This is an optimization exercise on Yosys and OpenROAD, whose aim is small area, a short achievable clock period and few clock cycles per item, not a production implementation. The RTL was checked by simulation tests, not by an equivalence proof against the original design. Power is estimated from default activity; no workload was simulated.

==> design/flow/flow/run.sh <==
#!/bin/bash
# The standard layout (the standard.sh), with the port buffers made from buf_1 cells
# instead of the buffer that buffer_ports picks by default. Every port still gets a buffer.
set -euo pipefail
export BUFFER_PORTS_ARGS="-buffer_cell sky130_fd_sc_hd__buf_1"
bash standard.sh > standard.log 2>&1
==> design/flow/standard.sh <==
#!/bin/bash
# synth_recipe.tcl (not shown) runs the flow's synth.tcl, then flattens the netlist and writes it again
# the make line also repeats each setting of config.mk as NAME=value (left out here)
make -C /OpenROAD-flow-scripts/flow DESIGN_CONFIG=/design/flow/config.mk WORK_HOME=/design/flow/orfs CLKGATE_MAP_FILE= SYNTH_SCRIPT=/design/flow/synth_recipe.tcl "${@:-finish}"
==> design/flow/config.mk <==
export PLATFORM = sky130hd
export DESIGN_NAME = bresenham_line_stepper_top
export DESIGN_NICKNAME = bresenham_line_stepper_top
export VERILOG_FILES = /design/flow/design.v
export SDC_FILE = /design/flow/constraint.sdc
export NUM_CORES = 4
export LEC_CHECK = 0
export CAP_MARGIN = 20
export CORE_MARGIN = 2
export CORE_UTILIZATION = 40
export CTS_BUF_LIST = sky130_fd_sc_hd__clkbuf_8
export CTS_CLUSTER_SIZE = 30
export SETUP_SLACK_MARGIN = 3.75
export SLEW_MARGIN = 20
==> design/flow/constraint.sdc <==
create_clock -name core_clock -period 8.5 [get_ports {aclk}]
set_input_delay 1.7000 -clock core_clock [delete_from_list [all_inputs] [get_ports {aclk}]]
set_output_delay 1.7000 -clock core_clock [all_outputs]
set_load 0.01 [all_outputs]
==> design/flow/design.v <==
`default_nettype none
package bls_pkg;
    localparam int WIN_W      = 13;
    localparam int PITCH_W    = 16;
    localparam int BPP_W      = 4;
    localparam int COLOR_W    = 32;
    localparam int OFFSET_W   = 32;
    localparam int CFG_IDX_W  = 3;
    localparam int CFG_DATA_W = 32;
    typedef enum logic [CFG_IDX_W-1:0] {
        CFG_WIN_WIDTH     = 3'd0,
        CFG_WIN_HEIGHT    = 3'd1,
        CFG_ROW_PITCH     = 3'd2,
        CFG_BYTES_PER_PIX = 3'd3,
        CFG_DEFAULT_COLOR = 3'd4
    } cfg_reg_t;
    typedef enum logic {
        REQ_START = 1'b0,
        REQ_STEP  = 1'b1
    } req_type_t;
    localparam logic [WIN_W-1:0]   WIN_WIDTH_RST     = 13'd1920;
    localparam logic [WIN_W-1:0]   WIN_HEIGHT_RST    = 13'd1080;
    localparam logic [PITCH_W-1:0] ROW_PITCH_RST     = 16'd7680;
    localparam logic [BPP_W-1:0]   BYTES_PER_PIX_RST = 4'd4;
    localparam logic [COLOR_W-1:0] DEFAULT_COLOR_RST = 32'h00FF_FFFF;
endpackage
`default_nettype wire
`default_nettype none
import bls_pkg::*;
module bresenham_line_stepper_top (
    input  wire logic                            aclk,
    input  wire logic                            aresetn,
    input  wire logic                            cfg_wr_en,
    input  wire logic [bls_pkg::CFG_IDX_W-1:0]   cfg_index,
    input  wire logic [bls_pkg::CFG_DATA_W-1:0]  cfg_wdata,
    input  wire logic                            s_tvalid,
    output logic                                 s_tready,
    input  wire logic [103:0]                    s_tdata,
    input  wire logic                            s_tuser,
    output logic                                 m_tvalid,
    input  wire logic                            m_tready,
    output logic [103:0]                         m_tdata,
    output logic                                 m_tuser,
    output logic                                 m_tlast
);
    localparam int LW = 29;             
    logic [WIN_W-1:0]   win_width_reg;
    logic [WIN_W-1:0]   win_height_reg;
    logic [PITCH_W-1:0] row_pitch_reg;
    logic [BPP_W-1:0]   bpp_reg;
    logic [COLOR_W-1:0] default_color_reg;
    always_ff @(posedge aclk) begin
        if (!aresetn) begin
            win_width_reg     <= WIN_WIDTH_RST;
            win_height_reg    <= WIN_HEIGHT_RST;
            row_pitch_reg     <= ROW_PITCH_RST;
            bpp_reg           <= BYTES_PER_PIX_RST;
            default_color_reg <= DEFAULT_COLOR_RST;
        end else if (cfg_wr_en) begin
            case (cfg_index)
                CFG_WIN_WIDTH:     win_width_reg     <= cfg_wdata[WIN_W-1:0];
                CFG_WIN_HEIGHT:    win_height_reg    <= cfg_wdata[WIN_W-1:0];
                CFG_ROW_PITCH:     row_pitch_reg     <= cfg_wdata[PITCH_W-1:0];
                CFG_BYTES_PER_PIX: bpp_reg           <= cfg_wdata[BPP_W-1:0];
                CFG_DEFAULT_COLOR: default_color_reg <= cfg_wdata[COLOR_W-1:0];
                default: ;
            endcase
        end
    end
    function automatic logic [28:0] sk_add(input logic [28:0] a, input logic [28:0] b);
        logic [28:0] g, p, p0;
        int j;
        g  = a & b;
        p  = a ^ b;
        p0 = p;
        for (int l = 0; l < 5; l++)
            for (int i = 0; i < 29; i++)
                if (i[l]) begin
                    j = (i & ~((2 << l) - 1)) + (1 << l) - 1;
                    g[i] = g[i] | (p[i] & g[j]);
                    p[i] = p[i] & p[j];
                end
        sk_add = p0 ^ {g[27:0], 1'b0};
    endfunction
    logic               vld_reg, busy_reg, stp_reg, act_reg, pix_reg, last_reg, win_reg;
    logic               b0_reg, b1_reg, b2_reg;    
    logic               prep_reg;                  
    logic [1:0]         it_reg;                    
    logic [15:0]        x_reg, y_reg;
    logic [COLOR_W-1:0] col_reg;
    logic [15:0]        dx_reg, dy_reg;    
    logic               sxn_reg, syn_reg;
    logic [18:0]        f1_reg, f2_reg;
    logic [15:0]        cnt_reg;
    logic [LW-1:0]      lin_reg;
    logic [2:0]         syh_reg, syl_reg;
    logic [6:0]         xcm_reg;
    logic               xcn_reg;
    logic [15:0]        in_sx, in_sy, in_ex, in_ey;
    logic [COLOR_W-1:0] in_color;
    logic               in_use_default;
    assign in_sx          = s_tdata[15:0];
    assign in_sy          = s_tdata[31:16];
    assign in_ex          = s_tdata[47:32];
    assign in_ey          = s_tdata[63:48];
    assign in_color       = s_tdata[95:64];
    assign in_use_default = s_tdata[96];
    logic accept, start, step, idle_step, recalc, load;
    assign s_tready  = !busy_reg && (!vld_reg || m_tready);
    assign accept    = s_tvalid && s_tready;
    assign start     = accept && (s_tuser == REQ_START);
    assign step      = accept && (s_tuser == REQ_STEP) && act_reg;
    assign idle_step = accept && (s_tuser == REQ_STEP) && !act_reg;
    assign recalc    = cfg_wr_en && act_reg && (cfg_index[2:1] == 2'b01);
    assign load      = start || recalc;
    logic it_last, s_diff, s_abs, s_init;
    assign it_last = busy_reg && (it_reg == 2'd3);
    assign s_diff  = busy_reg && stp_reg && b0_reg;
    assign s_abs   = busy_reg && stp_reg && b1_reg;
    assign s_init  = busy_reg && stp_reg && b2_reg;
    logic mv_x, mv_y;
    assign mv_x = !f1_reg[18];
    assign mv_y = f2_reg[18];
    logic [18:0] dx2, dy2, f1_base, f2_base, f1_a, f2_a, f1_b, f2_b;
    logic [18:0] f1_s, f1_c, f2_s, f2_c, f1_new, f2_new;
    logic        f1_neg, f2_neg;
    assign dx2    = {2'b00, dx_reg, 1'b0};
    assign dy2    = {2'b00, dy_reg, 1'b0};
    assign f1_neg = f1_reg[18];
    assign f2_neg = f2_reg[18];
    always_comb begin
        if (s_diff) begin
            f1_base = {{3{dx_reg[15]}}, dx_reg};
            f1_a    = 19'd0;
            f1_b    = ~{{3{x_reg[15]}}, x_reg};
            f2_base = {{3{dy_reg[15]}}, dy_reg};
            f2_a    = 19'd0;
            f2_b    = ~{{3{y_reg[15]}}, y_reg};
        end else if (s_abs) begin
            f1_base = f1_reg ^ {19{f1_neg}};
            f1_a    = {18'd0, f1_neg};
            f1_b    = '1;
            f2_base = f2_reg ^ {19{f2_neg}};
            f2_a    = {18'd0, f2_neg};
            f2_b    = '1;
        end else if (s_init) begin
            f1_base = ~{3'b000, dy_reg};
            f1_a    = dx2;
            f1_b    = '1;
            f2_base = {3'b000, dx_reg};
            f2_a    = 19'd0;
            f2_b    = ~dy2;
        end else begin
            f1_base = f1_reg;
            f1_a    = mv_y ? dx2 : 19'd0;
            f1_b    = ~(mv_x ? dy2 : 19'd0);
            f2_base = f2_reg;
            f2_a    = mv_y ? dx2 : 19'd0;
            f2_b    = ~(mv_x ? dy2 : 19'd0);
        end
    end
    assign f1_s   = f1_base ^ f1_a ^ f1_b;
    assign f1_c   = {(f1_base[17:0] & f1_a[17:0]) | (f1_base[17:0] & f1_b[17:0]) |
                     (f1_a[17:0] & f1_b[17:0]), 1'b1};
    assign f2_s   = f2_base ^ f2_a ^ f2_b;
    assign f2_c   = {(f2_base[17:0] & f2_a[17:0]) | (f2_base[17:0] & f2_b[17:0]) |
                     (f2_a[17:0] & f2_b[17:0]), 1'b1};
    assign f1_new = 19'(sk_add({10'd0, f1_s}, {10'd0, f1_c}));
    assign f2_new = 19'(sk_add({10'd0, f2_s}, {10'd0, f2_c}));
    function automatic logic [15:0] step1(input logic [15:0] v, input logic neg);
        logic [15:0] t, m;
        t = v ^ {16{neg}};
        m[0] = 1'b1;
        for (int i = 1; i < 16; i++) m[i] = m[i-1] & t[i-1];
        step1 = v ^ m;
    endfunction
    logic [15:0] x_next, y_next;
    assign x_next = mv_x ? step1(x_reg, sxn_reg) : x_reg;
    assign y_next = mv_y ? step1(y_reg, syn_reg) : y_reg;
    function automatic logic inwin(input logic [15:0] x, input logic [15:0] y,
                                   input logic [12:0] w, input logic [12:0] h);
        inwin = (x[15:13] == 3'b000) && (y[15:13] == 3'b000) && (x[12:0] < w) &&
                (y[12:0] < h);
    endfunction
    logic [15:0] wcx, wcy;
    logic        win_next;
    assign wcx      = start ? in_sx : x_next;
    assign wcy      = start ? in_sy : y_next;
    assign win_next = inwin(wcx, wcy, win_width_reg, win_height_reg);
    function automatic logic [2:0] bdec(input logic [2:0] w);
        bdec = {w[2] && (w[1:0] != 2'b11), w[1] ^ w[0], (w == 3'b011) || (w == 3'b100)};
    endfunction
    function automatic logic [4:0] bwin(input logic [15:0] v, input logic [1:0] j);
        logic [16:0] ve;
        ve = {v, 1'b0};
        case (j)
            2'd0: bwin = ve[16:12];
            2'd1: bwin = ve[12:8];
            2'd2: bwin = ve[8:4];
            default: bwin = ve[4:0];
        endcase
    endfunction
    logic [3:0] bpp_next;
    logic [6:0] bm3, bm5, bm7;
    assign bpp_next = bpp_reg;
    assign bm3 = {3'b000, bpp_next} + {2'b00, bpp_next, 1'b0};
    assign bm5 = {3'b000, bpp_next} + {1'b0, bpp_next, 2'b00};
    assign bm7 = {bpp_next, 3'b000} - {3'b000, bpp_next};
    function automatic logic [7:0] xrow(input logic [4:0] w, input logic [3:0] b,
                                        input logic [6:0] m3, input logic [6:0] m5,
                                        input logic [6:0] m7);
        logic [6:0] p;
        logic [3:0] k;
        k = w[4] ? 4'd8 - ({1'b0, w[3:1]} + {3'b000, w[0]}) : {1'b0, w[3:1]} + {3'b000, w[0]};
        case (k)
            4'd1: p = {3'b000, b};
            4'd2: p = {2'b00, b, 1'b0};
            4'd3: p = m3;
            4'd4: p = {1'b0, b, 2'b00};
            4'd5: p = m5;
            4'd6: p = {m3[5:0], 1'b0};
            4'd7: p = m7;
            4'd8: p = {b, 3'b000};
            default: p = 7'd0;
        endcase
        xrow = {w[4] && (k != 4'd0), p};
    endfunction
    function automatic logic lead0(input logic [15:0] x, input logic [15:0] y);
        lead0 = (x[15:11] == {5{x[15]}}) && (y[15:11] == {5{y[15]}});
    endfunction
    logic       skip_in, skip_rg;
    logic [1:0] rj;
    logic [4:0] wy_in0, wy_in1, wy_rg, wy;
    logic [7:0] xr_in0, xr_in1, xr_rg, xr;
    assign skip_in = lead0(in_sx, in_sy);
    assign skip_rg = lead0(x_reg, y_reg);
    assign rj      = prep_reg ? it_reg : it_reg + 2'd1;
    assign wy_in0  = bwin(in_sy, 2'd0);
    assign wy_in1  = bwin(in_sy, 2'd1);
    assign wy_rg   = bwin(y_reg, rj);
    assign xr_in0  = xrow(bwin(in_sx, 2'd0), bpp_next, bm3, bm5, bm7);
    assign xr_in1  = xrow(bwin(in_sx, 2'd1), bpp_next, bm3, bm5, bm7);
    assign xr_rg   = xrow(bwin(x_reg, rj), bpp_next, bm3, bm5, bm7);
    assign wy      = start ? (skip_in ? wy_in1 : wy_in0) : wy_rg;
    assign xr      = start ? (skip_in ? xr_in1 : xr_in0) : xr_rg;
    function automatic logic [LW-1:0] prow(input logic [2:0] s, input logic [15:0] m);
        logic [16:0] mag;
        mag = s[0] ? {m, 1'b0} : s[1] ? {1'b0, m} : 17'd0;
        prow = {{12{s[2]}}, mag ^ {17{s[2]}}};
    endfunction
    logic [LW-1:0] lin_base, r_yh, r_yl, r_x, s1, c1, s2, c2, lin_next;
    logic [LW-1:0] st_p, st_b;
    logic [4:0]    bstep;
    assign bstep = sxn_reg ? -{1'b0, bpp_reg} : {1'b0, bpp_reg};
    assign st_p  = {{13{syn_reg}}, row_pitch_reg ^ {16{syn_reg}}};
    assign st_b  = {{24{bstep[4]}}, bstep};
    always_comb begin
        if (busy_reg) begin
            lin_base = b0_reg ? '0 : (lin_reg << 4);
            lin_base[2] = syh_reg[2];
            lin_base[0] = xcn_reg;
            r_yh = (prow(syh_reg, row_pitch_reg) << 2) | {28'd0, syl_reg[2]};
            r_yl = prow(syl_reg, row_pitch_reg);
            r_x  = {{22{xcn_reg}}, {xcm_reg ^ {7{xcn_reg}}}};
        end else begin
            lin_base = lin_reg;
            r_yh = {28'd0, mv_y && syn_reg};
            r_yl = st_p & {LW{mv_y}};
            r_x  = st_b & {LW{mv_x}};
        end
        s1 = lin_base ^ r_yh ^ r_yl;
        c1 = ((lin_base & r_yh) | (lin_base & r_yl) | (r_yh & r_yl)) << 1;
        s2 = s1 ^ c1 ^ r_x;
        c2 = ((s1 & c1) | (s1 & r_x) | (c1 & r_x)) << 1;
        lin_next = sk_add(s2, c2);
    end
    always_ff @(posedge aclk) begin
        if (!aresetn) begin
            vld_reg  <= 1'b0;
            busy_reg <= 1'b0;
            act_reg  <= 1'b0;
        end else begin
            if (start) begin
                vld_reg  <= 1'b0;
                busy_reg <= 1'b1;
                act_reg  <= !((in_sx == in_ex) && (in_sy == in_ey));
            end else if (step) begin
                vld_reg  <= 1'b1;
                act_reg  <= (cnt_reg != 16'd1);
            end else if (idle_step) begin
                vld_reg  <= 1'b1;
            end else if (recalc) begin
                busy_reg <= 1'b1;
            end else if (it_last) begin
                vld_reg  <= stp_reg;
                busy_reg <= 1'b0;
            end else if (m_tready) begin
                vld_reg  <= 1'b0;
            end
        end
    end
    always_ff @(posedge aclk) begin
        if (start) it_reg <= {1'b0, skip_in};
        else if (recalc) it_reg <= {1'b0, skip_rg};
        else if (busy_reg && !prep_reg) it_reg <= it_reg + 2'd1;
        prep_reg <= recalc;
        b0_reg <= start || (prep_reg && !load);
        b1_reg <= b0_reg && !load;
        b2_reg <= b1_reg && !load;
        if (start) stp_reg <= 1'b1;
        else if (recalc) stp_reg <= 1'b0;
        syh_reg <= bdec(wy[4:2]);
        syl_reg <= bdec(wy[2:0]);
        xcm_reg <= xr[6:0];
        xcn_reg <= xr[7];
    end
    always_ff @(posedge aclk) begin
        if (start) begin
            x_reg    <= in_sx;
            y_reg    <= in_sy;
            dx_reg   <= in_ex;
            dy_reg   <= in_ey;
            col_reg  <= in_use_default ? default_color_reg : in_color;
            pix_reg  <= 1'b1;
            last_reg <= (in_sx == in_ex) && (in_sy == in_ey);
            win_reg  <= win_next;
        end else if (step) begin
            x_reg    <= x_next;
            y_reg    <= y_next;
            last_reg <= (cnt_reg == 16'd1);
            win_reg  <= win_next;
        end else if (idle_step) begin
            x_reg    <= '0;
            y_reg    <= '0;
            col_reg  <= '0;
            pix_reg  <= 1'b0;
            last_reg <= 1'b0;
            win_reg  <= 1'b0;
        end
        if (s_abs) begin
            dx_reg  <= f1_new[15:0];
            dy_reg  <= f2_new[15:0];
            sxn_reg <= f1_neg;
            syn_reg <= f2_neg;
        end
        if (step || s_diff || s_abs || s_init) begin
            f1_reg <= f1_new;
            f2_reg <= f2_new;
        end
        if (s_init) cnt_reg <= (dx_reg < dy_reg) ? dy_reg : dx_reg;
        else if (step) cnt_reg <= cnt_reg - 16'd1;
        if (step || (busy_reg && !prep_reg)) lin_reg <= lin_next;
    end
    assign m_tvalid = vld_reg;
    assign m_tuser  = pix_reg;
    assign m_tlast  = last_reg;
    assign m_tdata  = {7'b0, col_reg, 3'b000, win_reg ? lin_reg : {LW{1'b0}}, win_reg,
                       y_reg, x_reg};
endmodule
`default_nettype wire
==> out/metrics.csv, run 1 <==
stage,metric,value,unit
outcome,status,finished clean,
timing,FMAX,213,MHz
global_routing,vias in the first global route,21300,
logic_synthesis,Post-Synthesis Cells,2732,
die,Initial Util,0.404,
detailed_routing,ANT nets after route,0,
cts,clock slew at reported path FFs,0.06,ns
cts,CTS Buf Count,56,
logic_synthesis,"EDFF count, synth",184,
logic_synthesis,post-synthesis cell area,23800,um2
die,Die ar.,61500,um2
detailed_routing,via count,21700,
detailed_routing,routed len/inst,22.6,um
die,die height,248,um
logic_synthesis,Post-synth top flop,edfxtp_1,
timing,Worst slew margin,0.271,
detailed_routing,DRT met1 WL,34300,um
placement,dpl cell area,25300,um2
timing,final setup violation count,0,
worst_setup_path,Setup CP Type,flip-flop to flip-flop,
logic_synthesis,proportion of synthesized area in mux cells,0.0371,
cells_and_area,Reg area,7590,um2
logic_synthesis,Synth Area in Simple Gates,0.181,
logic_synthesis,adder-cell share of the synthesized area,0.156,
logic_synthesis,main combinational cell family by area after synthesis,simple AND/OR/NAND/NOR gates,
timing,final hold vios,0,
global_routing,first-pass GRT wire length,127000,um
logic_synthesis,register bit count reported by yosys,286,
global_routing,gr usage total,0.273,
placement,I/O Buffers,235,
logic_synthesis,Yosys warning count,1,
logic_synthesis,Async SR Flop Fraction,0,
timing,Least-Margin Pin Slew,1.09,ns
detailed_routing,Total Wirelength,85800,um
logic_synthesis,post-synth top area share,0.232,
timing,Sum Neg Setup Slack,0,ns
detailed_routing,Via density,5.71,
power_and_ir_drop,leakage,11.2,nW
cts,clk buf depth,3,
cts,CTS tree,yes,
detailed_routing,met3 WL,8530,um
logic_synthesis,Synth Area in Compound Gates,0.169,
timing,period utilization,0.551,
power_and_ir_drop,Power Dens Cells,294,nW/um2
timing,RSZ-0062 raised after global routing,true,
detailed_routing,Detailed Routing Iterations Pass 1,5,
die,CORE AREA,58900,um2
power_and_ir_drop,highest ir drop seen on vdd,0.000170,V
hold_path,worst hold path type,flip-flop to flip-flop,
logic_synthesis,most frequent cell after synthesis,nand2_1,
cells_and_area,Layout area overhead,16.6,%
logic_synthesis,"Seq/Total Area, Yosys",0.318,
detailed_routing,met2 wire len,39200,um
logic_synthesis,number of library cell types mapped by synthesis,86,
logic_synthesis,XOR/XNOR share of the synthesized area,0.0804,
cts,worst skew pair latency,0.71,ns
detailed_routing,top sig layer,met5,
cells_and_area,fin area,27800,um2
placement,DP HPWL,60700,um
logic_synthesis,synth top area cells,"edfxtp_1 (23%), fa_1 (8.7%), dfxtp_1 (8.6%), nand2_1 (7.2%), ha_1 (6.8%)",
worst_setup_path,Worst setup EP type,flip-flop,
timing,Max Slew Vio Count,0,
detailed_routing,DRC,0,
timing,fin crit period,4.69,ns
global_routing,pin count of the biggest net entering global routing,82,
logic_synthesis,Synth area leader,edfxtp_1,
cts,Root Buffer,clkbuf_8,
run,max cap viols,0,
cells_and_area,fillers,5667,
cells_and_area,layout cell share with drive strength beyond 1,0.111,
global_routing,initial antenna violation count,7,
cells_and_area,fin nets,3360,
worst_setup_path,CP required,8.92,ns
worst_setup_path,"Arr. time, crit path",5.10,ns
die,Boundary Pins,253,
cts,clk sink count,286,
placement,routability cong.,0.931,
logic_synthesis,synth cell count leaders,"nand2_1 (456), edfxtp_1 (184), inv_1 (179), nor2_1 (179), o21ai_0 (146)",
logic_synthesis,"Avg Cell Area, Syn",8.72,um2
cells_and_area,final core occ,0.472,
worst_setup_path,Startpoint Class,flip-flop,
timing,Worst Skew,0.0493,ns
global_routing,GRT overflow,0,
detailed_routing,First DRT Iteration DRCs,1960,
cts,H-tree Lvls,2,
worst_setup_path,CP max FO,6,
cells_and_area,Multi-input gate area,15300,um2
die,Die W,248,um
die,FP Rows,89,
-- metal layers --
layer / track usage / vias up
li1: - / 10000
met4: 0.115 / 8
met3: 0.0554 / 205
met5: 0 / -
met1: 0.355 / 10500
met2: 0.440 / 1031
-- where the power goes --
group	switching, mW	internal, mW	leakage [nW]
registers	0.291	1.94	2.58
clock network	0.688	0.723	0.639
logic	2.57	1.96	7.93
total	3.55	4.62	11.2
-- metrics by stage --
stage / std cells / total power [mW] / hold WS, ns / setup WS (ns)
after detailed placement: 3604 / 6.40 / 0.458 / 1.67
after global placement: 3603 / 6.30 / 0.452 / 1.76
after floorplan: 2741 / 5.36 / 0.439 / 3.73
final: 3803 / 8.17 / 0.465 / 3.81
after global routing: 3802 / 8.82 / 0.491 / 3.67
after CTS: 3762 / 8.00 / 0.467 / 3.75
-- cell families (layout without fill, tap and decap cells) --
| logic type | after synthesis | in the layout |
|---|---|---|
| buffers and inverters | 360 | 642 |
| flip-flops | 286 | 286 |
| multiplexers | 79 | 79 |
| XOR/XNOR | 214 | 214 |
| AO/OA/AOI/OAI | 607 | 607 |
| AND/OR/NAND/NOR | 951 | 955 |
| adder cells (fa/ha/maj) | 234 | 234 |
| other | 1 | 13 |
-- worst max-delay path, cell delays in order, from the launching register on --
cell,delay (ns)
dfxtp_4,0.36
buf_12,0.13
and3_4,0.19
nand2b_4,0.10
nand2_4,0.07
buf_6,0.14
o211ai_1,0.23
o21ai_2,0.10
fa_1,0.51
fa_2,0.39
a21o_1,0.20
a311o_1,0.43
o311ai_2,0.31
a311oi_2,0.20
o21ai_2,0.23
a21boi_2,0.10
or2_4,0.25
fa_2,0.33
xor2_1,0.15
-- what timing repair did --
action | in CTS | in global routing
endpoints found under the setup margin | 86 | 26
hold buffers | 0 | 0
resized for setup | 73 | 60
cloned | 9 | 4
pin swaps | 24 | 42
hold endpoints to repair | 0 | 0
setup buffers | 45 | 33
-- cells in the final DEF (no fill, tap or decap), types with 64 or more instances in the layout --
cell type / Yosys / final
nor2_1: 179 / 176
edfxtp_1: 184 / 184
clkbuf_8: 0 / 64
fa_1: 104 / 97
o21ai_0: 146 / 133
dfxtp_1: 102 / 92
and2_1: 73 / 71
inv_1: 179 / 192
nand2_1: 456 / 453
ha_1: 130 / 128
buf_1: 18 / 233
a22oi_1: 77 / 71
xnor2_1: 117 / 116
xor2_1: 93 / 93
nand3_1: 75 / 71
a21oi_1: 113 / 103
buf_4: 11 / 94
-- final timing paths --
| check | startpoint | endpoint | slack (ns) | cells past startpoint |
|---|---|---|---|---|
| min reg2reg | win_height_reg[12]$_SDFFE_PN0P_ | win_height_reg[12]$_SDFFE_PN0P_ | 0.46 | 2 |
| max reg2reg | stp_reg$_SDFFE_PP1P_ | f1_reg[17]$_DFFE_PP_ | 3.81 | 18 |
| min | win_height_reg[12]$_SDFFE_PN0P_ | win_height_reg[12]$_SDFFE_PN0P_ | 0.46 | 2 |
| max | stp_reg$_SDFFE_PP1P_ | f1_reg[17]$_DFFE_PP_ | 3.81 | 18 |
-- final cells by class --
type | instances | share of cell area
Antenna cell | 3 | 0.000270
Clock buffer | 64 | 0.0317
Clock inverter | 40 | 0.00797
Inverter | 182 | 0.0260
Multi-Input combinational cell | 2099 | 0.551
Sequential cell | 286 | 0.273
Tap cell | 773 | 0.0348
Timing Repair Buffer | 353 | 0.0733
Timing Repair inverter | 3 | 0.00158
Testbench counts, summed over its fixed seeds: cycles 300,770, items 279,162.
==> run 2, diff against run 1 <==
--- a/design/flow/config.mk
+++ b/design/flow/config.mk
@@ -8,7 +8,8 @@
 export CAP_MARGIN = 20
 export CORE_MARGIN = 2
 export CORE_UTILIZATION = 40
-export CTS_BUF_LIST = sky130_fd_sc_hd__clkbuf_8
-export CTS_CLUSTER_SIZE = 30
-export SETUP_SLACK_MARGIN = 3.75
+export CTS_BUF_LIST = sky130_fd_sc_hd__clkbuf_16
+export CTS_CLUSTER_DIAMETER = 80
+export CTS_CLUSTER_SIZE = 40
+export SETUP_SLACK_MARGIN = 4.0
 export SLEW_MARGIN = 20
==> out/metrics.csv, run 2 <==
stage,metric,value,unit
outcome,status,finished clean,
cells_and_area,Non-Filler Instances,3796,
die,die height,248,um
logic_synthesis,Async SR Flop Fraction,0,
timing,final hold vios,0,
timing,Worst slew margin,0.256,
worst_setup_path,most frequent CP cell,buf_6,
die,Die ar.,61500,um2
timing,Max Slew Vio Count,0,
timing,Worst Skew,0.0147,ns
detailed_routing,Detailed Routing Iterations Pass 1,6,
logic_synthesis,"Seq/Total Area, Yosys",0.318,
die,FP Rows,89,
logic_synthesis,Synth area leader,edfxtp_1,
detailed_routing,Total Wirelength,87000,um
timing,fin crit period,4.78,ns
logic_synthesis,register bit count reported by yosys,286,
worst_setup_path,Startpoint Class,flip-flop,
cells_and_area,fin area,28700,um2
detailed_routing,ANT nets after route,0,
logic_synthesis,post-synthesis cell area,23800,um2
worst_setup_path,worst r2r path cells,22,
worst_setup_path,Crit path max-delay family,compound AO/OA/AOI/OAI gates,
timing,Sum Neg Setup Slack,0,ns
detailed_routing,First DRT Iteration DRCs,2255,
global_routing,vias in the first global route,21000,
global_routing,initial antenna violation count,7,
global_routing,gr usage total,0.274,
power_and_ir_drop,leakage,11.3,nW
logic_synthesis,"EDFF count, synth",184,
timing,RSZ-0062 raised after global routing,true,
logic_synthesis,proportion of synthesized area in mux cells,0.0371,
cts,Root Buffer,clkbuf_16,
cells_and_area,final core occ,0.487,
worst_setup_path,WP depth,22,
logic_synthesis,"Avg Cell Area, Syn",8.72,um2
placement,I/O Buffers,235,
detailed_routing,routed len/inst,22.9,um
worst_setup_path,CP required,8.84,ns
cells_and_area,layout cell share with drive strength beyond 1,0.142,
run,max cap viols,0,
detailed_routing,DRC,0,
logic_synthesis,main combinational cell family by area after synthesis,simple AND/OR/NAND/NOR gates,
die,Initial Util,0.404,
cells_and_area,most frequent cells in the layout,"nand2_1 (452), buf_1 (232), edfxtp_1 (184)",
worst_setup_path,Worst setup EP type,flip-flop,
timing,FMAX,209,MHz
placement,dpl cell area,25400,um2
cts,CTS tree,yes,
logic_synthesis,adder-cell share of the synthesized area,0.156,
die,CORE AREA,58900,um2
detailed_routing,Via density,5.80,
cells_and_area,fin nets,3381,
hold_path,Hold Crit Depth,2,
cts,worst skew pair latency,0.59,ns
worst_setup_path,CP Buf/Inv Count,10,
logic_synthesis,number of library cell types mapped by synthesis,86,
timing,final setup violation count,0,
cts,H-tree Lvls,1,
logic_synthesis,Synth Area in Simple Gates,0.181,
cells_and_area,fillers,5501,
worst_setup_path,Setup CP Type,flip-flop to flip-flop,
cells_and_area,Layout area overhead,20.5,%
worst_setup_path,"Arr. time, crit path",5.12,ns
hold_path,worst hold path type,flip-flop to flip-flop,
worst_setup_path,delay of the slowest critical-path stage,0.53,ns
placement,routability cong.,0.943,
timing,final worst slack,3.72,ns
global_routing,GRT overflow,0,
logic_synthesis,post-synth top area share,0.232,
power_and_ir_drop,Power Dens Cells,312,nW/um2
cts,clock slew at reported path FFs,0.09,ns
logic_synthesis,Post-synth top flop,edfxtp_1,
logic_synthesis,Post-Synthesis Cells,2732,
timing,Least-Margin Pin Slew,1.12,ns
placement,DP HPWL,60900,um
placement,pre-CTS setup slack,2.17,ns
logic_synthesis,most frequent cell after synthesis,nand2_1,
global_routing,first-pass GRT wire length,128000,um
worst_setup_path,CP max FO,16,
logic_synthesis,synth cell count leaders,"nand2_1 (456), edfxtp_1 (184), inv_1 (179), nor2_1 (179), o21ai_0 (146)",
die,Boundary Pins,253,
logic_synthesis,synth top area cells,"edfxtp_1 (23%), fa_1 (8.7%), dfxtp_1 (8.6%), nand2_1 (7.2%), ha_1 (6.8%)",
worst_setup_path,critical path's slowest cell,fa_1,
logic_synthesis,Yosys warning count,1,
die,Die W,248,um
logic_synthesis,XOR/XNOR share of the synthesized area,0.0804,
logic_synthesis,Synth Area in Compound Gates,0.169,
global_routing,pin count of the biggest net entering global routing,82,
placement,Placed Cells,3604,
worst_setup_path,critical-path cell list,buf_12 > buf_6 > and3_4 > buf_4 > a211oi_2 > buf_4 > a22oi_1 > fa_1 > fa_2 > a21o_1 > a311o_1 > o311ai_4 > a311oi_2 > o21ai_2 > buf_4 > buf_6 > buf_6 > buf_6 > buf_6 > buf_6 > a21oi_4 > mux2_4,
cts,clk sink count,286,
timing,period utilization,0.562,
cts,CTS Buf Count,26,
cts,clk buf depth,3,
detailed_routing,via count,22000,
cells_and_area,"most common cell after layout, fill and taps aside",nand2_1,
power_and_ir_drop,highest ir drop seen on vdd,0.000259,V
-- run 2: final cells by class --
cell class / count / area (um2) / share of cell area
Timing Repair Buffer: 407 / 2610 / 0.0909
Clock inverter: 21 / 264 / 0.00920
Clock buffer: 27 / 676 / 0.0235
Inverter: 182 / 707 / 0.0246
Tap cell: 773 / 967 / 0.0337
Multi-Input combinational cell: 2098 / 15900 / 0.553
Timing Repair inverter: 1 / 8.76 / 0.000305
Sequential cell: 286 / 7610 / 0.265
Antenna cell: 1 / 2.50 / 0.0000872
-- run 2: routing by layer --
layer,up-vias,part of all wire,routed length (um),track usage
li1,10000,-,-,-
met1,10600,0.40,34900,0.364
met2,1083,0.45,39300,0.438
met3,248,0.096,8380,0.0512
met4,12,0.051,4410,0.116
met5,-,0.00076,66,0
-- run 2: through the flow --
stage,power (mW),hold slack (ns)
floorplan,5.38,0.439
global placement,6.34,0.451
detailed placement,6.45,0.459
CTS,8.26,0.470
global route,9.56,0.490
finish,8.96,0.466
-- run 2: worst register-to-register path: cells and delay by family (launching register included) --
family,cells,cell delay [ns]
simple gates,1,0.19
mux,1,0.25
flops,1,0.36
compound gates,8,1.60
fa+ha+maj,2,0.91
buf+inv,10,1.23
-- run 2: what timing repair did --
action	in CTS	in global routing
pin swaps	55	87
hold buffers	0	0
setup buffers	88	44
cloned	8	3
resized for setup	137	124
setup endpoints to repair	150	54
-- run 2: cell families after synthesis --
kind of cell / after synthesis
DFF: 286
and+or+nand+nor: 951
other: 1
muxes: 79
AOI/OAI and AO/OA: 607
xor gates and xnor gates: 214
adders and majority gates: 234
buffers and inverters: 360
-- run 2: report_power, final --
group	switching (mW)	internal, mW	total (mW)
Combinational	2.89	2.48	5.37
Clock	0.671	0.678	1.35
Sequential	0.304	1.94	2.24
Total	3.86	5.10	8.96
-- run 2: path summary, 6_finish.rpt --
kind	slack (ns)	startpoint	end
setup / recovery	3.72	busy_reg$_SDFFE_PN0P_	dy_reg[15]$_DFFE_PP_
hold / removal	0.47	default_color_reg[25]$_SDFFE_PN0P_	default_color_reg[25]$_SDFFE_PN0P_
setup reg to reg	3.72	busy_reg$_SDFFE_PN0P_	dy_reg[15]$_DFFE_PP_
hold reg to reg	0.47	default_color_reg[25]$_SDFFE_PN0P_	default_color_reg[25]$_SDFFE_PN0P_
==> run 3, diff against run 2 <==
--- a/design/flow/config.mk
+++ b/design/flow/config.mk
@@ -5,11 +5,11 @@
 export SDC_FILE = /design/flow/constraint.sdc
 export NUM_CORES = 4
 export LEC_CHECK = 0
-export CAP_MARGIN = 20
+export CAP_MARGIN = 5
 export CORE_MARGIN = 2
 export CORE_UTILIZATION = 40
 export CTS_BUF_LIST = sky130_fd_sc_hd__clkbuf_16
 export CTS_CLUSTER_DIAMETER = 80
 export CTS_CLUSTER_SIZE = 40
-export SETUP_SLACK_MARGIN = 4.0
-export SLEW_MARGIN = 20
+export SETUP_SLACK_MARGIN = 3.75
+export SLEW_MARGIN = 5
==> out/metrics.csv, run 3 <==
stage,metric,value,unit
detailed_routing,top sig layer,met5,
power_and_ir_drop,Int Pwr,4.44,mW
logic_synthesis,number of library cell types mapped by synthesis,86,
die,CORE AREA,58900,um2
detailed_routing,Total Wirelength,84700,um
detailed_routing,via count,21600,
cts,H-tree Lvls,1,
global_routing,vias in the first global route,21000,
die,FP Rows,89,
timing,period utilization,0.553,
logic_synthesis,Async SR Flop Fraction,0,
die,Die W,248,um
timing,Sum Neg Setup Slack,0,ns
global_routing,GRT overflow,0,
power_and_ir_drop,highest ir drop seen on vdd,0.000161,V
timing,RSZ-0062 raised after global routing,true,
power_and_ir_drop,leakage,10.8,nW
logic_synthesis,post-synth top area share,0.232,
detailed_routing,DRC,0,
worst_setup_path,delay of the slowest critical-path stage,0.40,ns
logic_synthesis,synth cell count leaders,"nand2_1 (456), edfxtp_1 (184), inv_1 (179), nor2_1 (179), o21ai_0 (146)",
worst_setup_path,Setup CP Type,flip-flop to flip-flop,
placement,routability cong.,0.931,
detailed_routing,Detailed Routing Iterations Pass 1,6,
logic_synthesis,Post-synth top flop,edfxtp_1,
timing,FMAX,213,MHz
global_routing,first-pass GRT wire length,126000,um
worst_setup_path,critical-path cell list,buf_12 > and3_4 > nand2b_4 > nand2_4 > buf_4 > buf_4 > o211ai_1 > o21ai_0 > fa_2 > ha_1 > and2_1 > a311o_1 > o311ai_2 > a311oi_2 > o21ai_2 > a21boi_2 > or2_4 > fa_2 > xor2_1,
placement,DP HPWL,60600,um
cts,clock slew at reported path FFs,0.09,ns
cts,CTS tree,yes,
timing,Worst Skew,0.0420,ns
power_and_ir_drop,Power Dens Cells,291,nW/um2
cts,clk sink count,286,
global_routing,pin count of the biggest net entering global routing,82,
cts,CTS Buf Count,26,
worst_setup_path,Crit path max-delay family,compound AO/OA/AOI/OAI gates,
logic_synthesis,"EDFF count, synth",184,
timing,final hold vios,0,
detailed_routing,met3 WL,7930,um
cts,worst skew pair latency,0.61,ns
global_routing,gr usage total,0.268,
cts,Root Buffer,clkbuf_16,
die,Initial Util,0.404,
outcome,status,finished clean,
die,Boundary Pins,253,
worst_setup_path,Startpoint Class,flip-flop,
power_and_ir_drop,overall power,7.93,mW
worst_setup_path,"Arr. time, crit path",5.04,ns
logic_synthesis,most frequent cell after synthesis,nand2_1,
detailed_routing,DRT met1 WL,34600,um
timing,Hold Worst Slack,0.464,ns
detailed_routing,routed len/inst,22.7,um
logic_synthesis,synth top area cells,"edfxtp_1 (23%), fa_1 (8.7%), dfxtp_1 (8.6%), nand2_1 (7.2%), ha_1 (6.8%)",
hold_path,worst hold path type,flip-flop to flip-flop,
logic_synthesis,Synth area leader,edfxtp_1,
cells_and_area,"most common cell after layout, fill and taps aside",nand2_1,
placement,I/O Buffers,235,
logic_synthesis,Yosys warning count,1,
power_and_ir_drop,Psw,3.49,mW
die,Die ar.,61500,um2
power_and_ir_drop,clock power share,0.154,
timing,Least-Margin Pin Slew,1.24,ns
die,die height,248,um
worst_setup_path,CP Buf/Inv Count,3,
detailed_routing,ANT nets after route,0,
logic_synthesis,"Avg Cell Area, Syn",8.72,um2
logic_synthesis,Post-Synthesis Cells,2732,
worst_setup_path,Worst setup EP type,flip-flop,
logic_synthesis,"Seq/Total Area, Yosys",0.318,
cts,clk buf depth,3,
timing,Worst slew margin,0.162,
power_and_ir_drop,Sw Share,0.440,
timing,Max Slew Vio Count,0,
logic_synthesis,post-synthesis cell area,23800,um2
power_and_ir_drop,sequential share of power,0.281,
worst_setup_path,CP max FO,11,
detailed_routing,Via density,5.79,
worst_setup_path,critical path's slowest cell,fa_2,
timing,final setup violation count,0,
detailed_routing,met2 wire len,38600,um
cells_and_area,Layout area overhead,14.3,%
cells_and_area,most frequent cells in the layout,"nand2_1 (453), buf_1 (232), edfxtp_1 (184)",
global_routing,initial antenna violation count,6,
timing,fin crit period,4.70,ns
worst_setup_path,CP required,8.84,ns
detailed_routing,First DRT Iteration DRCs,1961,
cells_and_area,layout cell share with drive strength beyond 1,0.0928,
logic_synthesis,register bit count reported by yosys,286,
cells_and_area,fin nets,3311,
cts,hold-fix buffers at CTS,0,
run,max cap viols,0,
power_and_ir_drop,combinational share of power,0.565,
## run 3: routing by layer
metal,up-vias,GRT usage
met4,8,0.0985
met5,-,0
met1,10500,0.355
li1,9888,-
met3,196,0.0500
met2,1027,0.438
## run 3: worst paths after layout
check                                                   startpoint                                  to  slack, ns  depth (start not counted)
worst min register to register  default_color_reg[31]$_SDFFE_PN0P_  default_color_reg[31]$_SDFFE_PN0P_       0.46                          2
worst min-delay path            default_color_reg[31]$_SDFFE_PN0P_  default_color_reg[31]$_SDFFE_PN0P_       0.46                          2
worst max-delay path                          stp_reg$_SDFFE_PP1P_                f1_reg[17]$_DFFE_PP_       3.80                         19
worst max register to register                stp_reg$_SDFFE_PP1P_                f1_reg[17]$_DFFE_PP_       3.80                         19
## run 3: power groups by stage
stage / clock (mW) / sequential [mW] / combinational [mW]
6_report: 1.22 / 2.23 / 4.48
3_5_place_dp: 0 / 2.24 / 4.16
4_1_cts: 1.24 / 2.21 / 4.33
3_3_place_gp: 0 / 2.23 / 4.06
2_1_floorplan: 0 / 2.07 / 3.29
5_1_grt: 1.28 / 2.25 / 5.01
## run 3: logic make-up after synthesis
group,Yosys count,synth area share
AO/OA/AOI/OAI,607,0.169
XOR/XNOR,214,0.0804
multiplexers,79,0.0371
adder cells (fa/ha/maj),234,0.156
other,1,0.000157
AND/OR/NAND/NOR,951,0.181
buffers and inverters,360,0.0592
flip-flops,286,0.318
## run 3: repair_timing
| item | CTS | global route |
|---|---|---|
| pin swaps | 24 | 34 |
| setup endpoints to repair | 87 | 27 |
| buffers inserted | 42 | 21 |
| resized for setup | 74 | 40 |
| cloned | 8 | 3 |
## run 3: worst min-delay path: stages (launching register included)
cell      delay (ns)
dfxtp_1         0.31
nand2_1         0.04
a21boi_0        0.06
## run 3: area by class of cell
class | count | area (um2)
repair inverters | 2 | 32.5
flip-flops and latches | 286 | 7590
multi-input cells | 2099 | 15300
fillers | 5661 | 31700
inverters | 182 | 723
clock inverters | 22 | 175
diodes | 2 | 5.00
repair buffers | 335 | 1820
well taps | 773 | 967
clock buffers | 26 | 651
## run 3: stage by stage
step / util / instance area [um2] / std cells / worst slack, ns
after floorplan: - / 23900 / 2741 / 3.73
after global placement: 0.430 / 25300 / 3603 / 1.76
final: 0.462 / 27200 / 3727 / 3.80
after global routing: 0.462 / 27200 / 3726 / 3.67
after CTS: 0.456 / 26900 / 3701 / 3.69
after detailed placement: 0.430 / 25300 / 3603 / 1.63
==> run 4, diff against run 3 <==
--- a/design/flow/config.mk
+++ b/design/flow/config.mk
@@ -5,11 +5,11 @@
 export SDC_FILE = /design/flow/constraint.sdc
 export NUM_CORES = 4
 export LEC_CHECK = 0
-export CAP_MARGIN = 5
+export CAP_MARGIN = 20
 export CORE_MARGIN = 2
-export CORE_UTILIZATION = 40
+export CORE_UTILIZATION = 50
 export CTS_BUF_LIST = sky130_fd_sc_hd__clkbuf_16
 export CTS_CLUSTER_DIAMETER = 80
 export CTS_CLUSTER_SIZE = 40
 export SETUP_SLACK_MARGIN = 3.75
-export SLEW_MARGIN = 5
+export SLEW_MARGIN = 20
==> out/metrics.csv, run 4 <==
stage,metric,value,unit
outcome,status,finished clean,
timing,RSZ-0062 raised after global routing,true,
cells_and_area,"most common cell after layout, fill and taps aside",nand2_1,
timing,Worst Skew,0.0222,ns
logic_synthesis,most frequent cell after synthesis,nand2_1,
detailed_routing,Total Wirelength,81300,um
timing,Least-Margin Pin Slew,1.08,ns
worst_setup_path,Startpoint Class,flip-flop,
run,max cap viols,0,
worst_setup_path,worst r2r path cells,23,
global_routing,M2 GR Usage,0.493,
detailed_routing,DRC,0,
logic_synthesis,number of library cell types mapped by synthesis,86,
worst_setup_path,FF-to-FF setup slack,3.73,ns
timing,Sum Neg Setup Slack,0,ns
die,Initial Util,0.510,
worst_setup_path,critical-path cell list,nand3_4 > buf_12 > clkinv_16 > buf_4 > nor2_2 > and3_4 > and2_1 > fa_1 > fa_2 > a21o_1 > a311o_1 > o311ai_4 > a311oi_2 > o21ai_2 > buf_4 > buf_6 > buf_6 > buf_6 > buf_6 > buf_6 > buf_6 > a21oi_4 > mux2_4,
logic_synthesis,main combinational cell family by area after synthesis,simple AND/OR/NAND/NOR gates,
logic_synthesis,"EDFF count, synth",184,
detailed_routing,via count,21500,
timing,FMAX,210,MHz
cts,H-tree Lvls,1,
global_routing,gr usage total,0.318,
logic_synthesis,Post-synth top flop,edfxtp_1,
power_and_ir_drop,leakage,11.1,nW
logic_synthesis,Synth area leader,edfxtp_1,
global_routing,first-pass GRT wire length,122000,um
detailed_routing,First DRT Iteration DRCs,2006,
detailed_routing,ANT nets after route,0,
cells_and_area,most frequent cells in the layout,"nand2_1 (454), buf_1 (232), edfxtp_1 (184)",
logic_synthesis,adder-cell share of the synthesized area,0.156,
die,die height,222,um
logic_synthesis,Post-Synthesis Cells,2732,
logic_synthesis,register bit count reported by yosys,286,
power_and_ir_drop,highest ir drop seen on vdd,0.000312,V
worst_setup_path,Crit path max-delay family,compound AO/OA/AOI/OAI gates,
global_routing,pin count of the biggest net entering global routing,82,
cts,hold-fix buffers at CTS,0,
logic_synthesis,Synth Area in Simple Gates,0.181,
logic_synthesis,Synth Area in Compound Gates,0.169,
worst_setup_path,critical path's slowest cell,fa_1,
worst_setup_path,CP max FO,8,
logic_synthesis,"Avg Cell Area, Syn",8.72,um2
logic_synthesis,XOR/XNOR share of the synthesized area,0.0804,
global_routing,GRT overflow,0,
placement,routability cong.,0.942,
worst_setup_path,delay of the slowest critical-path stage,0.44,ns
timing,fin crit period,4.77,ns
logic_synthesis,Async SR Flop Fraction,0,
timing,Max Slew Vio Count,0,
cells_and_area,ant diodes,0,
global_routing,met1 Resource Use GR,0.438,
worst_setup_path,Setup CP Type,flip-flop to flip-flop,
logic_synthesis,proportion of synthesized area in mux cells,0.0371,
cts,Root Buffer,clkbuf_16,
cts,clk sink count,286,
cts,CTS Buf Count,22,
worst_setup_path,CP Buf/Inv Count,10,
logic_synthesis,synth cell count leaders,"nand2_1 (456), edfxtp_1 (184), inv_1 (179), nor2_1 (179), o21ai_0 (146)",
cts,clock slew at reported path FFs,0.10,ns
placement,pre-CTS setup slack,2.25,ns
timing,final setup violation count,0,
timing,period utilization,0.561,
hold_path,hold path start,win_height_reg[8]$_SDFFE_PN0P_,
cells_and_area,layout cell share with drive strength beyond 1,0.106,
logic_synthesis,post-synth top area share,0.232,
detailed_routing,Via density,6.01,
worst_setup_path,Worst setup EP type,flip-flop,
logic_synthesis,Yosys warning count,1,
logic_synthesis,post-synthesis cell area,23800,um2
cts,CTS tree,yes,
worst_setup_path,"Arr. time, crit path",5.09,ns
global_routing,initial antenna violation count,2,
global_routing,busiest grt layer,met2,
logic_synthesis,synth top area cells,"edfxtp_1 (23%), fa_1 (8.7%), dfxtp_1 (8.6%), nand2_1 (7.2%), ha_1 (6.8%)",
worst_setup_path,CP required,8.82,ns
cts,worst skew pair latency,0.57,ns
placement,DP HPWL,58000,um
timing,final worst slack,3.73,ns
die,Die W,222,um
cells_and_area,Layout area overhead,15.9,%
hold_path,end of the worst hold path,win_height_reg[8]$_SDFFE_PN0P_,
detailed_routing,Detailed Routing Iterations Pass 1,11,
cells_and_area,fin nets,3341,
worst_setup_path,FF-to-FF Start,busy_reg$_SDFFE_PN0P_,
cts,clk buf depth,3,
detailed_routing,routed len/inst,22.7,um
die,CORE AREA,46800,um2
die,Die ar.,49400,um2
logic_synthesis,"Seq/Total Area, Yosys",0.318,
power_and_ir_drop,Power Dens Cells,295,nW/um2
timing,final hold vios,0,
worst_setup_path,most frequent CP cell,buf_6,
die,FP Rows,79,
die,Boundary Pins,253,
hold_path,worst hold path type,flip-flop to flip-flop,
worst_setup_path,reg2reg end,dy_reg[15]$_DFFE_PP_,
placement,I/O Buffers,235,
timing,Worst slew margin,0.278,
global_routing,vias in the first global route,20700,
hold_path,Hold Crit Depth,2,
global_routing,met3 Track Usage GR,0.0636,
-- run 4: what timing repair did --
item / CTS / global route
pin swaps: 31 / 36
endpoints found under the setup margin: 75 / 31
cloned: 7 / 3
setup buffers: 65 / 30
gates resized for setup: 102 / 74
-- run 4: worst max path at each step --
stage                                  startpoint                     to  cells past startpoint
after global placement       stp_reg$_SDFFE_PP1P_   f2_reg[17]$_DFFE_PP_                     18
after floorplan           bpp_reg[0]$_SDFFE_PN0P_  lin_reg[17]$_DFFE_PP_                     16
after CTS                   busy_reg$_SDFFE_PN0P_   dy_reg[15]$_DFFE_PP_                     24
final                       busy_reg$_SDFFE_PN0P_   dy_reg[15]$_DFFE_PP_                     23
after detailed placement     stp_reg$_SDFFE_PP1P_   f2_reg[17]$_DFFE_PP_                     18
after global routing        busy_reg$_SDFFE_PN0P_   dy_reg[15]$_DFFE_PP_                     23
-- run 4: cell type report --
| cell class | count | area, um2 |
|---|---|---|
| Clock buffer | 23 | 576 |
| Clock inverter | 17 | 245 |
| Fill cell | 4207 | 19100 |
| Inverter | 182 | 724 |
| Multi-Input combinational cell | 2095 | 15300 |
| Sequential cell | 286 | 7600 |
| Tap cell | 607 | 759 |
| Timing Repair Buffer | 374 | 2340 |
| Timing Repair inverter | 1 | 16.3 |
-- run 4: cells by family (layout without fill, tap and decap cells) --
| logic type | Yosys count | in the layout |
|---|---|---|
| buf+inv | 360 | 597 |
| xor+xnor | 214 | 214 |
| other cells | 1 | 10 |
| simple gates | 951 | 951 |
| mux | 79 | 79 |
| flops | 286 | 286 |
| compound gates | 607 | 607 |
| fa+ha+maj | 234 | 234 |
-- run 4: where the power goes --
group          internal (mW)  switching, mW
logic                   2.09           2.63
registers               1.93          0.294
clock network          0.551          0.649
total                   4.57           3.57
-- run 4: worst min-delay path, delay by kind of cell, from the launching register on --
| family | cells | cell delay, ns |
|---|---|---|
| AO/OA/AOI/OAI | 1 | 0.06 |
| AND/OR/NAND/NOR | 1 | 0.05 |
| flip-flops | 1 | 0.32 |
-- run 4: per-layer routing --
layer	wire length [um]	share of wire	vias to the layer above
li1	-	-	9960
met1	33800	0.42	10400
met2	35900	0.44	1005
met3	7760	0.095	189
met4	3810	0.047	4
met5	21	0.00026	-
-- run 4: per-stage QoR --
stage	hold WS (ns)	power, mW	cell area [um2]	util	std cells
6_report	0.470	8.15	27600	0.590	3585
5_1_grt	0.493	8.74	27600	0.590	3585
4_1_cts	0.473	7.88	27000	0.578	3551
3_5_place_dp	0.459	6.40	25100	0.537	3439
3_3_place_gp	0.448	6.30	25100	0.537	3439
2_1_floorplan	0.439	5.36	23900	-	2741
==> run 5, diff against run 4 <==
--- a/design/flow/config.mk
+++ b/design/flow/config.mk
@@ -7,9 +7,9 @@
 export LEC_CHECK = 0
 export CAP_MARGIN = 20
 export CORE_MARGIN = 2
-export CORE_UTILIZATION = 50
+export CORE_UTILIZATION = 40
 export CTS_BUF_LIST = sky130_fd_sc_hd__clkbuf_16
 export CTS_CLUSTER_DIAMETER = 80
 export CTS_CLUSTER_SIZE = 40
-export SETUP_SLACK_MARGIN = 3.75
+export SETUP_SLACK_MARGIN = 3.5
 export SLEW_MARGIN = 20
==> out/metrics.csv, run 5 <==
stage,metric,value,unit
worst_setup_path,critical-path cell list,buf_12 > and3_1 > clkbuf_8 > nor4_2 > buf_6 > a22oi_1 > fa_1 > fa_2 > a21o_1 > a311o_1 > o311ai_2 > a311oi_2 > o21ai_2 > a21boi_2 > or2_2 > fa_1 > xor2_1,
timing,Hold Worst Slack,0.470,ns
power_and_ir_drop,Int Pwr,4.44,mW
detailed_routing,Total Wirelength,82700,um
placement,I/O Buffers,235,
detailed_routing,routed len/inst,22.4,um
worst_setup_path,delay of the slowest critical-path stage,0.52,ns
cells_and_area,Non-Filler Instances,3701,
die,Initial Util,0.404,
timing,Sum Neg Setup Slack,0,ns
worst_setup_path,CP max FO,37,
worst_setup_path,Crit path max-delay family,compound AO/OA/AOI/OAI gates,
cells_and_area,"most common cell after layout, fill and taps aside",nand2_1,
logic_synthesis,synth cell count leaders,"nand2_1 (456), edfxtp_1 (184), inv_1 (179), nor2_1 (179), o21ai_0 (146)",
die,Die ar.,61500,um2
logic_synthesis,post-synth top area share,0.232,
global_routing,gr usage total,0.265,
logic_synthesis,"Avg Cell Area, Syn",8.72,um2
hold_path,worst hold path type,flip-flop to flip-flop,
detailed_routing,Detailed Routing Iterations Pass 1,7,
detailed_routing,Via density,5.76,
global_routing,initial antenna violation count,8,
logic_synthesis,number of library cell types mapped by synthesis,86,
placement,Placed Cells,3605,
outcome,status,finished clean,
power_and_ir_drop,leakage,10.7,nW
global_routing,vias in the first global route,20600,
detailed_routing,ANT nets after route,0,
cells_and_area,most frequent cells in the layout,"nand2_1 (454), buf_1 (233), edfxtp_1 (184)",
cells_and_area,layout cell share with drive strength beyond 1,0.0752,
cts,worst skew pair latency,0.60,ns
die,FP Rows,89,
die,Die W,248,um
timing,period utilization,0.579,
global_routing,GRT overflow,0,
logic_synthesis,synth top area cells,"edfxtp_1 (23%), fa_1 (8.7%), dfxtp_1 (8.6%), nand2_1 (7.2%), ha_1 (6.8%)",
worst_setup_path,most frequent CP cell,fa_1,
global_routing,pin count of the biggest net entering global routing,82,
placement,DP HPWL,60600,um
worst_setup_path,Worst setup EP type,flip-flop,
die,die height,248,um
logic_synthesis,register bit count reported by yosys,286,
logic_synthesis,Post-Synthesis Cells,2732,
global_routing,first-pass GRT wire length,125000,um
die,Boundary Pins,253,
cts,clk sink count,286,
timing,final hold vios,0,
worst_setup_path,CP required,8.84,ns
timing,final worst slack,3.58,ns
logic_synthesis,"EDFF count, synth",184,
cts,H-tree Lvls,1,
logic_synthesis,"Seq/Total Area, Yosys",0.318,
detailed_routing,DRC,0,
logic_synthesis,most frequent cell after synthesis,nand2_1,
cts,CTS Buf Count,25,
cts,CTS tree,yes,
timing,FMAX,203,MHz
logic_synthesis,Yosys warning count,1,
detailed_routing,via count,21300,
power_and_ir_drop,sequential share of power,0.280,
power_and_ir_drop,Psw,3.48,mW
timing,final setup violation count,0,
power_and_ir_drop,clock power share,0.165,
cts,clock slew at reported path FFs,0.09,ns
power_and_ir_drop,combinational share of power,0.555,
logic_synthesis,Async SR Flop Fraction,0,
timing,Worst Skew,0.0321,ns
logic_synthesis,post-synthesis cell area,23800,um2
cells_and_area,fin nets,3285,
placement,routability cong.,0.984,
cells_and_area,Layout area overhead,13.3,%
power_and_ir_drop,Sw Share,0.440,
detailed_routing,First DRT Iteration DRCs,1966,
run,max cap viols,0,
worst_setup_path,Setup CP Type,flip-flop to flip-flop,
worst_setup_path,Startpoint Class,flip-flop,
timing,Worst slew margin,0.237,
timing,RSZ-0062 raised after global routing,false,
power_and_ir_drop,Power Dens Cells,294,nW/um2
cells_and_area,fin area,27000,um2
placement,dpl cell area,25300,um2
cells_and_area,final core occ,0.458,
cts,Root Buffer,clkbuf_16,
worst_setup_path,CP Buf/Inv Count,3,
worst_setup_path,critical path's slowest cell,fa_1,
die,CORE AREA,58900,um2
timing,Least-Margin Pin Slew,1.14,ns
power_and_ir_drop,highest ir drop seen on vdd,0.000183,V
timing,fin crit period,4.92,ns
worst_setup_path,"Arr. time, crit path",5.26,ns
logic_synthesis,Post-synth top flop,edfxtp_1,
power_and_ir_drop,overall power,7.93,mW
cts,clk buf depth,3,
logic_synthesis,Synth area leader,edfxtp_1,
timing,Max Slew Vio Count,0,
placement,pre-CTS setup slack,1.78,ns
run 5: kinds of logic after synthesis:
family,after synthesis,synth area share
other,1,0.000157
AOI/OAI and AO/OA,607,0.169
and+or+nand+nor,951,0.181
xor gates and xnor gates,214,0.0804
muxes,79,0.0371
DFF,286,0.318
buffers and inverters,360,0.0592
adders and majority gates,234,0.156
run 5: path summary, 6_finish.rpt:
kind / startpoint / to / slack (ns) / cells after the start
worst max register to register: busy_reg$_SDFFE_PN0P_ / f1_reg[17]$_DFFE_PP_ / 3.58 / 17
worst max-delay path: busy_reg$_SDFFE_PN0P_ / f1_reg[17]$_DFFE_PP_ / 3.58 / 17
worst min-delay path: win_height_reg[1]$_SDFFE_PN0P_ / win_height_reg[1]$_SDFFE_PN0P_ / 0.47 / 2
worst min register to register: win_height_reg[1]$_SDFFE_PN0P_ / win_height_reg[1]$_SDFFE_PN0P_ / 0.47 / 2
run 5: area by class of cell:
cell class	instances	area [um2]
fill	5735	31900
multi-input combinational	2097	15100
sequential	286	7590
timing repair buffer	314	1730
tap	773	967
inverter	182	692
clock buffer	26	651
clock inverter	20	268
antenna	3	7.51
run 5: metal layers:
layer	wire length [um]	GRT usage	vias to the layer above
li1	-	-	9836
met1	34000	0.350	10400
met2	38100	0.434	959
met3	7340	0.0501	173
met4	3190	0.0895	8
met5	49	0	-
run 5: power by group through the flow:
stage	combinational, mW	clock, mW	sequential, mW
6_report	4.40	1.31	2.22
3_3_place_gp	4.06	0	2.24
3_5_place_dp	4.19	0	2.24
2_1_floorplan	3.28	0	2.07
4_1_cts	4.31	1.33	2.21
5_1_grt	4.92	1.38	2.24
run 5: timing repair:
item	CTS	global route
cloned	6	1
pin swaps	13	19
hold endpoints to repair	0	0
gates resized for setup	64	17
endpoints found under the setup margin	66	16
hold buffers	0	0
buffers inserted	26	14
run 5: tightest hold or removal path, cell delays in order (launching register included):
cell and delay [ns]:
dfxtp_1 0.32, nand2_1 0.04, a21boi_0 0.06
==> run 6, diff against run 5 <==
--- a/design/flow/config.mk
+++ b/design/flow/config.mk
@@ -11,5 +11,5 @@
 export CTS_BUF_LIST = sky130_fd_sc_hd__clkbuf_16
 export CTS_CLUSTER_DIAMETER = 80
 export CTS_CLUSTER_SIZE = 40
-export SETUP_SLACK_MARGIN = 3.5
+export SETUP_SLACK_MARGIN = 3.25
 export SLEW_MARGIN = 20
==> out/metrics.csv, run 6 <==
stage,metric,value,unit
outcome,status,finished clean,
global_routing,GRT overflow,0,
detailed_routing,via count,21400,
worst_setup_path,FF-to-FF setup slack,3.31,ns
logic_synthesis,"EDFF count, synth",184,
cells_and_area,"most common cell after layout, fill and taps aside",nand2_1,
die,die height,248,um
cells_and_area,layout cell share with drive strength beyond 1,0.0809,
logic_synthesis,Yosys warning count,1,
worst_setup_path,CP max FO,10,
cts,CTS tree,yes,
cells_and_area,Layout area overhead,14.2,%
detailed_routing,ANT nets after route,0,
worst_setup_path,critical-path cell list,nand3_4 > buf_12 > clkinv_8 > buf_12 > and2_4 > buf_12 > or2_4 > buf_4 > buf_4 > o221ai_2 > a21oi_1 > fa_1 > ha_1 > and2_1 > a311o_2 > o311ai_4 > a311oi_2 > o21ai_2 > a21boi_2 > or2_2 > fa_1 > xor2_1,
detailed_routing,Via density,5.75,
timing,RSZ-0062 raised after global routing,true,
timing,Worst slew margin,0.271,
detailed_routing,DRC,0,
logic_synthesis,"Seq/Total Area, Yosys",0.318,
logic_synthesis,Post-Synthesis Cells,2732,
global_routing,gr usage total,0.273,
cts,CTS Buf Count,28,
timing,period utilization,0.610,
worst_setup_path,"Arr. time, crit path",5.54,ns
worst_setup_path,FF-to-FF Start,busy_reg$_SDFFE_PN0P_,
logic_synthesis,synth top area cells,"edfxtp_1 (23%), fa_1 (8.7%), dfxtp_1 (8.6%), nand2_1 (7.2%), ha_1 (6.8%)",
global_routing,pin count of the biggest net entering global routing,82,
cts,hold-fix buffers at CTS,0,
die,FP Rows,89,
placement,routability cong.,0.949,
die,CORE AREA,58900,um2
power_and_ir_drop,Power Dens Cells,298,nW/um2
placement,I/O Buffers,235,
cts,clock slew at reported path FFs,0.08,ns
cells_and_area,final core occ,0.462,
hold_path,Hold Crit Depth,2,
cells_and_area,fillers,5667,
global_routing,first-pass GRT wire length,128000,um
timing,final setup violation count,0,
logic_synthesis,Synth area leader,edfxtp_1,
cts,clk sink count,286,
cells_and_area,most frequent cells in the layout,"nand2_1 (453), buf_1 (233), edfxtp_1 (184)",
global_routing,M2 GR Usage,0.439,
worst_setup_path,Startpoint Class,flip-flop,
die,Die ar.,61500,um2
power_and_ir_drop,highest ir drop seen on vdd,0.000195,V
worst_setup_path,Setup CP Type,flip-flop to flip-flop,
logic_synthesis,register bit count reported by yosys,286,
worst_setup_path,CP required,8.85,ns
worst_setup_path,CP Buf/Inv Count,6,
die,Die W,248,um
global_routing,initial antenna violation count,3,
logic_synthesis,most frequent cell after synthesis,nand2_1,
worst_setup_path,delay of the slowest critical-path stage,0.50,ns
worst_setup_path,most frequent CP cell,buf_12,
cells_and_area,fin nets,3298,
die,Initial Util,0.404,
logic_synthesis,number of library cell types mapped by synthesis,86,
worst_setup_path,Crit path max-delay family,compound AO/OA/AOI/OAI gates,
timing,FMAX,193,MHz
global_routing,met1 Resource Use GR,0.371,
timing,final hold vios,0,
hold_path,end of the worst hold path,win_height_reg[2]$_SDFFE_PN0P_,
hold_path,hold path start,win_height_reg[2]$_SDFFE_PN0P_,
cts,H-tree Lvls,1,
hold_path,worst hold path type,flip-flop to flip-flop,
detailed_routing,Total Wirelength,85100,um
detailed_routing,Detailed Routing Iterations Pass 1,6,
worst_setup_path,worst r2r path cells,22,
cts,worst skew pair latency,0.61,ns
timing,fin crit period,5.19,ns
detailed_routing,First DRT Iteration DRCs,2001,
global_routing,vias in the first global route,21000,
global_routing,met3 Track Usage GR,0.0434,
placement,DP HPWL,61700,um
logic_synthesis,post-synth top area share,0.232,
power_and_ir_drop,leakage,10.8,nW
global_routing,busiest grt layer,met2,
worst_setup_path,Worst setup EP type,flip-flop,
logic_synthesis,post-synthesis cell area,23800,um2
timing,Sum Neg Setup Slack,0,ns
run,max cap viols,0,
cts,Root Buffer,clkbuf_16,
timing,Least-Margin Pin Slew,1.09,ns
worst_setup_path,critical path's slowest cell,fa_1,
worst_setup_path,reg2reg end,f2_reg[17]$_DFFE_PP_,
timing,Worst Skew,0.0291,ns
die,Boundary Pins,253,
logic_synthesis,Async SR Flop Fraction,0,
timing,Max Slew Vio Count,0,
cts,clk buf depth,3,
logic_synthesis,Post-synth top flop,edfxtp_1,
logic_synthesis,synth cell count leaders,"nand2_1 (456), edfxtp_1 (184), inv_1 (179), nor2_1 (179), o21ai_0 (146)",
detailed_routing,routed len/inst,22.9,um
logic_synthesis,"Avg Cell Area, Syn",8.72,um2
[run 6: cell count changes in the layout (fill, tap and decap cells not counted), sizes merged, moves of 2 or more]
cell	delta
clkbuf	+6
clkinv	+3
inv	-4
diode	-2
clkinvlp	+2
buf	+11
[run 6: kinds of logic (layout without fill, tap and decap cells)]
group | Yosys count | count (layout) | share of synthesized area
xor+xnor | 214 | 214 | 0.0804
mux | 79 | 79 | 0.0371
other cells | 1 | 11 | 0.000157
simple gates | 951 | 951 | 0.181
compound gates | 607 | 607 | 0.169
buf+inv | 360 | 560 | 0.0592
flops | 286 | 286 | 0.318
fa+ha+maj | 234 | 234 | 0.156
[run 6: metal layers]
layer / routed length [um] / part of all wire
met5: 27 / 0.00032
met3: 7350 / 0.086
met1: 35800 / 0.42
met2: 38700 / 0.45
met4: 3230 / 0.038
[run 6: worst reg2reg max path: cells and delay by family (launching register included)]
kind | cells | cell delay [ns]
flops | 1 | 0.37
simple gates | 5 | 0.93
fa+ha+maj | 3 | 1.23
buf+inv | 6 | 0.77
compound gates | 7 | 1.50
xor+xnor | 1 | 0.16
[run 6: where the power goes]
part           switching [mW]  internal (mW)
sequential              0.282           1.93
clock                   0.674          0.732
combinational            2.55           1.92
[run 6: what timing repair did]
item,CTS,global route
gates resized for setup,62,23
pin swaps,14,19
setup buffers,32,14
gates cloned,5,2
setup endpoints to repair,47,18
[run 6: cell type report]
type,instances,area (um2),area share
Multi-Input combinational cell,2095,15100,0.555
Sequential cell,286,7590,0.279
Timing Repair Buffer,326,1830,0.0673
Tap cell,773,967,0.0356
Clock buffer,30,751,0.0276
Inverter,182,696,0.0256
Clock inverter,22,260,0.00957
Antenna cell,1,2.50,0.0000920
[run 6: per-stage QoR]
stage               hold WS (ns)  std cells  cell area [um2]  power [mW]  setup slack, ns
global placement           0.452       3608            25300        6.30             1.65
floorplan                  0.439       2741            23900        5.35             3.32
detailed placement         0.461       3608            25300        6.43             1.53
finish                     0.469       3715            27200        8.09             3.31
CTS                        0.473       3697            26900        8.04             3.25
global route               0.493       3715            27200        8.72             3.19
[run 6: worst max-delay path by stage]
stage	endpoint	depth (start not counted)	from	slack [ns]
floorplan	f2_reg[17]$_DFFE_PP_	20	busy_reg$_SDFFE_PN0P_	3.32
global placement	f2_reg[17]$_DFFE_PP_	22	stp_reg$_SDFFE_PP1P_	1.65
detailed placement	f2_reg[17]$_DFFE_PP_	22	stp_reg$_SDFFE_PP1P_	1.53
CTS	lin_reg[17]$_DFFE_PP_	16	bpp_reg[0]$_SDFFE_PN0P_	3.25
global route	dy_reg[15]$_DFFE_PP_	26	busy_reg$_SDFFE_PN0P_	3.19
finish	f2_reg[17]$_DFFE_PP_	22	busy_reg$_SDFFE_PN0P_	3.31

-- what the ideal ports hide --
No port has a modelled driver above. Below, the same layouts with a new extraction and two added sets of constraints. Step 1 sets driving cells, clkbuf_16 on the clock port and buf_2 on the other inputs (assumed; they add their load-dependent delay and slew). Step 2 adds t to the input delays and takes it off the output delays; t is the mean of the earliest and latest rising clock arrival at the registers after step 1. Input paths then give back, and output paths get back, about the clock's delay inside the block. a / b / c = ideal ports / drivers / drivers and shift; a / b = the first two.
| run | shift t [ns] | setup WS [ns] | hold WS [ns] |
|---|---|---|---|
| run 1 | 0.727 | 3.813 / 3.813 / 3.274 | 0.465 / 0.465 / 0.465 |
| run 2 | 0.648 | 3.720 / 3.720 / 3.412 | 0.466 / 0.466 / 0.466 |
| run 3 | 0.649 | 3.801 / 3.801 / 3.311 | 0.464 / 0.464 / 0.464 |
| run 4 | 0.621 | 3.733 / 3.733 / 3.337 | 0.470 / 0.470 / 0.470 |
| run 5 | 0.645 | 3.579 / 3.579 / 3.255 | 0.470 / 0.470 / 0.470 |
| run 6 | 0.661 | 3.312 / 3.312 / 3.245 | 0.469 / 0.469 / 0.469 |
After both steps every run listed still meets setup and hold. For run 1, which loses most, drivers alone change the setup slack by 0.000 ns; drivers and shift together by -0.539 ns.
